This design comes from an exercise in tuning for small area, a short achievable clock period and few clock cycles per item on the open sky130 flow, not from production work.
Function was checked by simulation only, so behaviour that the tests miss may differ from the original.
Power is estimated from default activity; no workload was simulated.

## trial 51
// ex_stage_top
module ex_stage_top
(
	input  logic        clk,
	input  logic        reset_i,
	input  logic        issue_valid_i,
	input  logic [31:0] issue_inst_i,
	input  logic [63:0] issue_op1_i,
	input  logic [63:0] issue_op2_i,
	input  logic [63:0] issue_base_i,
	input  logic [63:0] issue_offset_i,
	input  logic [4:0]  issue_rd_i,
	output logic        wb_valid_o,
	output logic [4:0]  wb_rd_o,
	output logic [63:0] wb_data_o,
	output logic        redirect_valid_o,
	output logic [63:0] redirect_target_o,
	output logic        hold_o
);
	localparam int D     = 8;
	localparam int SB    = 2 * D;
	localparam int NSTEP = 64 / SB;
	localparam int NSW   = 32 / SB;
	localparam int CW    = (NSTEP > 1) ? $clog2(NSTEP) : 1;
	localparam int SW    = 65 + SB;
	logic [6:0] opc;
	logic [2:0] f3;
	logic [6:0] f7;
	logic       f7_zero;
	logic       f7_alt;
	logic       i6_zero;
	logic       i6_alt;
	assign opc     = issue_inst_i[6:0];
	assign f3      = issue_inst_i[14:12];
	assign f7      = issue_inst_i[31:25];
	assign f7_zero = f7 == 7'b0000000;
	assign f7_alt  = f7 == 7'b0100000;
	assign i6_zero = issue_inst_i[31:26] == 6'b000000;
	assign i6_alt  = issue_inst_i[31:26] == 6'b010000;
	logic op_op;
	logic op_imm;
	logic op_32;
	logic op_imm32;
	logic op_br;
	logic op_jal;
	logic op_jalr;
	logic op_lui;
	logic op_auipc;
	assign op_op    = opc == 7'b0110011;
	assign op_imm   = opc == 7'b0010011;
	assign op_32    = opc == 7'b0111011;
  ...
==> flow/config.mk <==
export PLATFORM = sky130hd
export DESIGN_NAME = ex_stage_top
export DESIGN_NICKNAME = ex_stage_top
export VERILOG_FILES = /design/flow/design.v
export SDC_FILE = /design/flow/constraint.sdc
export NUM_CORES = 4
export LEC_CHECK = 0
export ABC_AREA = 1
export CAP_MARGIN = 20
export CORE_MARGIN = 2
export CORE_UTILIZATION = 40
export SETUP_SLACK_MARGIN = 4
export SLEW_MARGIN = 20
==> flow/constraint.sdc <==
create_clock -name core_clock -period 9.0 [get_ports {clk}]
set_input_delay 1.8000 -clock core_clock [delete_from_list [all_inputs] [get_ports {clk}]]
set_output_delay 1.8000 -clock core_clock [all_outputs]
set_load 0.01 [all_outputs]
standard.sh (not shown) runs the stock make flow with config.mk's settings and CLKGATE_MAP_FILE= SYNTH_SCRIPT=/design/flow/synth_recipe.tcl, a recipe that flattens the netlist after the stock synthesis.
==> flow/flow/run.sh <==
#!/bin/bash
# Layout flow: the standard flow (standard.sh) with two changes that help
# timing and area on sky130hd:
#  - the input and output port buffers are buf_4 cells; by default
#    buffer_ports picks the smallest buffer, a clkdlybuf4s50 delay cell, and
#    footprint-matched sizing can then only swap it for other delay cells;
#  - sizing may pick any equivalent cell, not only one of the same footprint.
# Synthesis is the standard synthesis, unchanged. Each step logs to its own
# file in the folder this runs in.
set -euo pipefail
bash standard.sh synth > synth.log 2>&1
sed 's|"\${@:-finish}"|"BUFFER_PORTS_ARGS=-buffer_cell sky130_fd_sc_hd__buf_4" MATCH_CELL_FOOTPRINT=0 "${@:-finish}"|' \
	standard.sh > standard_tuned.sh
grep -q MATCH_CELL_FOOTPRINT=0 standard_tuned.sh
bash standard_tuned.sh finish > layout.log 2>&1
test -s out/final.def
Testbench counts of trial 51, summed over its fixed seeds: cycles 11,373, instructions 8,000.
[inputs] trial 42 vs trial 51
-- flow/design.v --
<<< trial 51, line 102
	assign cls  = !i6 && !i2;
	assign word = !i6 && i3;
	assign sub  = !i2 && (i6 || f3[1] || (alt && i5));
	logic [63:0] op1;
	logic [63:0] op2;
	logic [65:0] addsub;
	logic [63:0] sum;
	logic        ltu;
>>> trial 42, line 102
	assign cls  = !i6 && !i2;
	assign word = !i6 && i3;
	assign sub  = alt && i5 && !i2;
	logic [63:0] op1;
	logic [63:0] op2;
	logic [65:0] addsub;
	logic [64:0] cmp;
	logic [63:0] sum;
	logic        ltu;
<<< trial 51, line 114
	assign addsub = {1'b0, op1, 1'b1} + {1'b0, op2 ^ {64{sub}}, sub};
	assign sum    = addsub[64:1];
	assign ltu    = !addsub[65];
	assign lt     = (op1[63] ^ op2[63]) ? op1[63] : sum[63];
	assign eq     = op1 == op2;
	logic        sh_left;
>>> trial 42, line 115
	assign addsub = {1'b0, op1, 1'b1} + {1'b0, op2 ^ {64{sub}}, sub};
	assign sum    = addsub[64:1];
	assign cmp    = {1'b0, op1} - {1'b0, op2};
	assign ltu    = cmp[64];
	assign lt     = (op1[63] ^ op2[63]) ? op1[63] : ltu;
	assign eq     = op1 == op2;
	logic        sh_left;
<<< trial 51, line 316
	assign ts  = {top, tree[NL * NR * TW +: TW - 2]};
	assign tc  = {2'b00, tree[NL * NR * TW + TW +: TW - 2]};
	logic [SB+1:0] low_sum;
	logic [SB-1:0] low;
	logic          low_co;
	assign low_sum = {1'b0, low_s_q, 1'b1} + {1'b0, low_c_q, cin_q};
	assign low     = low_sum[SB:1];
	assign low_co  = low_sum[SB+1];
	logic [63:0] tgt_a;
	logic [63:0] tgt_b;
>>> trial 42, line 318
	assign ts  = {top, tree[NL * NR * TW +: TW - 2]};
	assign tc  = {2'b00, tree[NL * NR * TW + TW +: TW - 2]};
	logic [SB-1:0] low;
	logic          low_co;
	ex_add #(.W(SB)) i_low_add (
		.a  (low_s_q),
		.b  (low_c_q),
		.ci (cin_q),
		.s  (low),
		.co (low_co)
	);
	logic [63:0] tgt_a;
	logic [63:0] tgt_b;
<<< trial 51, line 453
	assign co   = gfin[W-1];
endmodule
>>> trial 42, line 458
	assign co   = gfin[W-1];
endmodule
module ex_add #(
	parameter int W = 64
) (
	input  logic [W-1:0] a,
	input  logic [W-1:0] b,
	input  logic         ci,
	output logic [W-1:0] s,
	output logic         co
);
	logic [W+1:0] t;
	assign t  = {1'b0, a, 1'b1} + {1'b0, b, ci};
	assign s  = t[W:1];
	assign co = t[W+1];
endmodule
Results
- Trial 42 went all the way through synthesis, placement and routing and the layout is clean on timing, DRC and antenna.
- NOTE placed wire-length estimate trial 51->trial 42 increased slightly
- Multi-input combinational cell area in trial 42 is about 0.9% higher than in trial 51
- Changes observed in trial 42 relative to trial 51: combinational group share of total power has decreased, routed wire length has increased, standard-cell row count has increased, met1 routed wirelength after detailed routing has remained practically unchanged.
Testbench counts of trial 42, summed over its fixed seeds: cycles 11,373, instructions 8,000.

[separate check: timing with driven ports]
How much do the figures lean on ideal ports? The routed layouts below were timed once more, with nothing changed but the port constraints. Step 1 assumes that a clkbuf_16 drives the clock port and a buf_2 every other input. Step 2 moves the port delays by t, midway between the first and last clock arrival at a register: inputs arrive t later, outputs are due t later. That takes back most of the time a late clock gives input paths. Slacks: no drivers / after step 1 / after step 2; pairs: no drivers / after step 1.
run	shift t [ns]	slack for setup (ns)	latest minus earliest clock arrival (ns)	worst data-port slew with drivers (ns)	pins driven straight from the clock port
trial 51	0.680	3.715 / 3.649 / 3.146	0.054 / 0.054	0.20	1
trial 42	0.694	3.809 / 3.736 / 3.271	0.055 / 0.055	0.22	1
After both steps every run listed still meets setup and hold. For trial 51, which loses most, drivers alone change the setup slack by -0.066 ns; drivers and shift together by -0.569 ns.
